Context: an optimization exercise on an open-source flow, tuned for small area and a short achievable clock period. The choices shown serve that exercise and are no tape-out recipe.
Only simulation tests tie the RTL to the original design; equivalence was not proved.
Power is estimated from default activity; no workload was simulated.

v9:
## aluCluster
module aluCluster (
    input  logic                            clk,
    input  logic                            rstN,
    input  logic                            awvalid,
    output logic                            awready,
    input  logic [aluBusPkg::ADDR_W-1:0]    awaddr,
    input  logic                            wvalid,
    output logic                            wready,
    input  logic [aluPkg::DATA_W-1:0]       wdata,
    output logic                            bvalid,
    input  logic                            bready,
    output logic [aluBusPkg::RESP_W-1:0]    bresp,
    input  logic                            arvalid,
    output logic                            arready,
    input  logic [aluBusPkg::ADDR_W-1:0]    araddr,
    output logic                            rvalid,
    input  logic                            rready,
    output logic [aluPkg::DATA_W-1:0]       rdata,
    output logic [aluBusPkg::RESP_W-1:0]    rresp
);
    logic                       issue;
    logic [4:0]                 issueOp;
    logic [aluPkg::DATA_W-1:0]  issueA;
    logic [aluPkg::DATA_W-1:0]  issueB;
    logic [aluPkg::DATA_W-1:0]  result;
    logic                       carry;
    logic                       ovf;
    logic                       cond;
    logic                       full;
    logic                       wrValid;
    aluDispatch dispatch_i (
        .clk        (clk),
        .rstN       (rstN),
        .awvalid    (awvalid),
        .awready    (awready),
        .awaddr     (awaddr),
        .wvalid     (wvalid),
        .wready     (wready),
        .wdata      (wdata),
        .bvalid     (bvalid),
        .bready     (bready),
        .bresp      (bresp),
        .full       (full),
        .issue      (issue),
        .issueOp    (issueOp),
        .issueA     (issueA),
  ...
For scale: about 1400 cells after synthesis, roughly 260 flip-flops, roughly 0.016 mm2 of cells after synthesis.
export LEC_CHECK = 0
export CAP_MARGIN = 20
export CORE_MARGIN = 2
export CORE_UTILIZATION = 40
export CTS_BUF_LIST = sky130_fd_sc_hd__clkbuf_8
export CTS_CLUSTER_DIAMETER = 300
export CTS_CLUSTER_SIZE = 16
export SLEW_MARGIN = 20
export SYNTH_HIERARCHICAL = 1
create_clock -name core_clock -period 26.0 [get_ports {clk}]
standard.sh (not shown) runs the stock make flow with config.mk's settings and CLKGATE_MAP_FILE= SYNTH_SCRIPT=/design/flow/synth_recipe.tcl, a recipe that flattens the netlist after the stock synthesis.
==> flow/flow/run.sh <==
#!/bin/bash
# The standard layout, with plain buffers on the ports instead of the
# delay buffers buffer_ports picks on its own, repair aiming for slack well
# beyond the clock target, and no dummy clock loads. Tool output goes to
# make.log here and to orfs/logs.
set -euo pipefail
bash standard.sh \
  "BUFFER_PORTS_ARGS=-buffer_cell sky130_fd_sc_hd__buf_1" \
  SETUP_SLACK_MARGIN=15 \
  RECOVER_POWER=100 \
  "CTS_ARGS=-sink_clustering_enable -repair_clock_nets -sink_clustering_size 16 -sink_clustering_max_diameter 300 -buf_list sky130_fd_sc_hd__clkbuf_8 -dont_use_dummy_load" \
  finish > make.log 2>&1
Ran to the end and failed final checks on max-capacitance violations, max-slew violations: v9.
## Diff of input files: v26 against v9
diff --git a/flow/flow/run.sh b/flow/flow/run.sh
--- a/flow/flow/run.sh
+++ b/flow/flow/run.sh
@@ -9,3 +9,2 @@
   SETUP_SLACK_MARGIN=15 \
-  RECOVER_POWER=100 \
   "CTS_ARGS=-sink_clustering_enable -repair_clock_nets -sink_clustering_size 16 -sink_clustering_max_diameter 300 -buf_list sky130_fd_sc_hd__clkbuf_8 -dont_use_dummy_load" \
--- outcome ---
Compared with v9, v26 shows a final clock period utilization by the worst path that is 2.3 points lower. Worst hold slack across v26 and v9: no real change. v26 was carried through to the last stage, and its layout satisfied the timing, DRC and antenna checks. Between v26 and v9, the difference in area used by sequential logic in the layout is negligible. The clock group share of total power of v26 and that of v9 are within noise of each other. v26 — critical path depth 6 lower, v9 as reference. The slack of the critical path of v26 exceeds that of v9 by 610 ps. On measured slew at the worst slew-check pin, the lower figure sits with v26, not v9. v26 -> v9: parity-gate share of the synthesized area counting xor and xnor cells flat. Diff v26..v9 | power | negligible. The run showing the smaller minimum clock period is v26. A destination of the critical timing path of collect_i.mem[1][11]$_DFFE_PP_ is what v9 shows, while awready belongs to v26.
## Diff of input files: v17 against v26
diff --git a/flow/flow/run.sh b/flow/flow/run.sh
--- a/flow/flow/run.sh
+++ b/flow/flow/run.sh
@@ -9,3 +9,3 @@
   SETUP_SLACK_MARGIN=15 \
-  "CTS_ARGS=-sink_clustering_enable -repair_clock_nets -sink_clustering_size 16 -sink_clustering_max_diameter 300 -buf_list sky130_fd_sc_hd__clkbuf_8 -dont_use_dummy_load" \
+  "CTS_ARGS=-sink_clustering_enable -repair_clock_nets -sink_clustering_size 18 -sink_clustering_max_diameter 300 -buf_list sky130_fd_sc_hd__clkbuf_8 -dont_use_dummy_load" \
   finish > make.log 2>&1
==> comparison <==
When v17 is set beside v26, its via count turns out to be 0.73% smaller.
Compared with v26, in v17 part of the power in the clock network decreased 1.0 points, count of clock-buffer cells in the layout lower.

========
Another version of the RTL of aluCluster (not shown whole).
Size: about 260 flip-flops.
==> flow/config.mk <==
export PLATFORM = sky130hd
export DESIGN_NAME = aluCluster
export DESIGN_NICKNAME = aluCluster
export VERILOG_FILES = /design/flow/design.v
export SDC_FILE = /design/flow/constraint.sdc
export NUM_CORES = 4
export LEC_CHECK = 0
export CAP_MARGIN = 20
export CORE_MARGIN = 2
export CORE_UTILIZATION = 40
export CTS_BUF_LIST = sky130_fd_sc_hd__clkbuf_8
export CTS_CLUSTER_DIAMETER = 300
export CTS_CLUSTER_SIZE = 16
export SLEW_MARGIN = 20
==> flow/constraint.sdc <==
create_clock -name core_clock -period 26.0 [get_ports {clk}]
set_input_delay 5.2000 -clock core_clock [delete_from_list [all_inputs] [get_ports {clk}]]
set_output_delay 5.2000 -clock core_clock [all_outputs]
set_load 0.01 [all_outputs]
==> flow/flow/run.sh <==
#!/bin/bash
# The standard layout, with plain buffers on the ports instead of the
# delay buffers buffer_ports picks on its own, repair aiming for slack well
# beyond the clock target, and no dummy clock loads. Tool output goes to
# make.log here and to orfs/logs.
set -euo pipefail
bash standard.sh \
  "BUFFER_PORTS_ARGS=-buffer_cell sky130_fd_sc_hd__buf_1" \
  SETUP_SLACK_MARGIN=15 \
  "CTS_ARGS=-sink_clustering_enable -repair_clock_nets -sink_clustering_size 16 -sink_clustering_max_diameter 300 -buf_list sky130_fd_sc_hd__clkbuf_8 -dont_use_dummy_load" \
  finish > make.log 2>&1
Rerun with:
==> flow/flow/run.sh (replaced) <==
#!/bin/bash
# The standard layout, with plain buffers on the ports instead of the
# delay buffers buffer_ports picks on its own, and repair aiming for slack
# well beyond the clock target. Tool output goes to make.log here and to
# orfs/logs.
set -euo pipefail
bash standard.sh \
  "BUFFER_PORTS_ARGS=-buffer_cell sky130_fd_sc_hd__buf_2" \
  SETUP_SLACK_MARGIN=15 \
  finish > make.log 2>&1
--- a/flow/config.mk
+++ b/flow/config.mk
@@ -9,6 +9,6 @@
 export CORE_MARGIN = 2
 export CORE_UTILIZATION = 40
-export CTS_BUF_LIST = sky130_fd_sc_hd__clkbuf_8
+export CTS_BUF_LIST = sky130_fd_sc_hd__clkbuf_16
 export CTS_CLUSTER_DIAMETER = 300
-export CTS_CLUSTER_SIZE = 16
+export CTS_CLUSTER_SIZE = 24
 export SLEW_MARGIN = 20
What happened: Die area does not change; via count shrinks by 0.49%; design area grows by 1.4%; wire length grows by 2.4%.
Rerun with:
--- a/flow/flow/run.sh
+++ b/flow/flow/run.sh
@@ -6,5 +6,5 @@
 set -euo pipefail
 bash standard.sh \
-  "BUFFER_PORTS_ARGS=-buffer_cell sky130_fd_sc_hd__buf_2" \
+  "BUFFER_PORTS_ARGS=-buffer_cell sky130_fd_sc_hd__buf_1" \
   SETUP_SLACK_MARGIN=15 \
   finish > make.log 2>&1
--- a/flow/config.mk
+++ b/flow/config.mk
@@ -9,6 +9,6 @@
 export CORE_MARGIN = 2
 export CORE_UTILIZATION = 40
-export CTS_BUF_LIST = sky130_fd_sc_hd__clkbuf_16
+export CTS_BUF_LIST = sky130_fd_sc_hd__clkbuf_8
 export CTS_CLUSTER_DIAMETER = 300
-export CTS_CLUSTER_SIZE = 24
+export CTS_CLUSTER_SIZE = 16
 export SLEW_MARGIN = 20
What happened: Total power decreases by 3.3%. Die area is unchanged. Clock skew came out higher by 0.0048 ns. Worst hold slack gains 0.010 ns. Design area fell by 0.95%. Setup slack improves by 0.0072 ns. Non-clock buffer count does not change.
Rerun with:
--- a/flow/flow/run.sh
+++ b/flow/flow/run.sh
@@ -6,5 +6,5 @@
 set -euo pipefail
 bash standard.sh \
-  "BUFFER_PORTS_ARGS=-buffer_cell sky130_fd_sc_hd__buf_1" \
+  "BUFFER_PORTS_ARGS=-buffer_cell sky130_fd_sc_hd__buf_2" \
   SETUP_SLACK_MARGIN=15 \
   finish > make.log 2>&1
Result:
- maximum frequency is about the same
- hold slack gets worse by 0.0081 ns
- setup slack is worse by 0.0072 ns
- synthesized area is unchanged
- total power barely changes
- synthesized cell count stays the same
- via count is about the same
- final area went up by about 0.6%

[port drivers added, routing unchanged]
In the flow no input, the clock included, has a driving cell. The finished layouts below were timed again as built, in two steps. Step 1 sets driving cells, clkbuf_16 on the clock port and buf_2 on the other inputs (assumed; they add their load-dependent delay and slew). Step 2 also shifts input and output timing later by t, the mid clock arrival at the registers, as if the neighbouring blocks saw the same clock. Slacks: no drivers / after step 1 / after step 2; pairs: no drivers / after step 1.
| run | shift t [ns] | slack for setup (ns) | worst hold slack (ns) | worst setup path after step 2 |
|---|---|---|---|---|
| v9 | 0.606 | 14.234 / 14.234 / 14.234 | 0.359 / 0.359 / 0.359 | register to register |
| v26 | 0.608 | 14.841 / 14.789 / 14.789 | 0.359 / 0.359 / 0.359 | input to output |
| v17 | 0.621 | 14.841 / 14.789 / 14.789 | 0.361 / 0.361 / 0.361 | input to output |
| the first run of note 2 | 0.597 | 14.717 / 14.686 / 14.686 | 0.372 / 0.372 / 0.372 | input to output |
| the second run of note 2 | 0.559 | 14.708 / 14.672 / 14.672 | 0.357 / 0.357 / 0.357 | input to output |
| the third run of note 2 | 0.637 | 14.716 / 14.684 / 14.684 | 0.367 / 0.367 / 0.367 | input to output |
| the fourth run of note 2 | 0.636 | 14.708 / 14.672 / 14.672 | 0.359 / 0.359 / 0.359 | input to output |
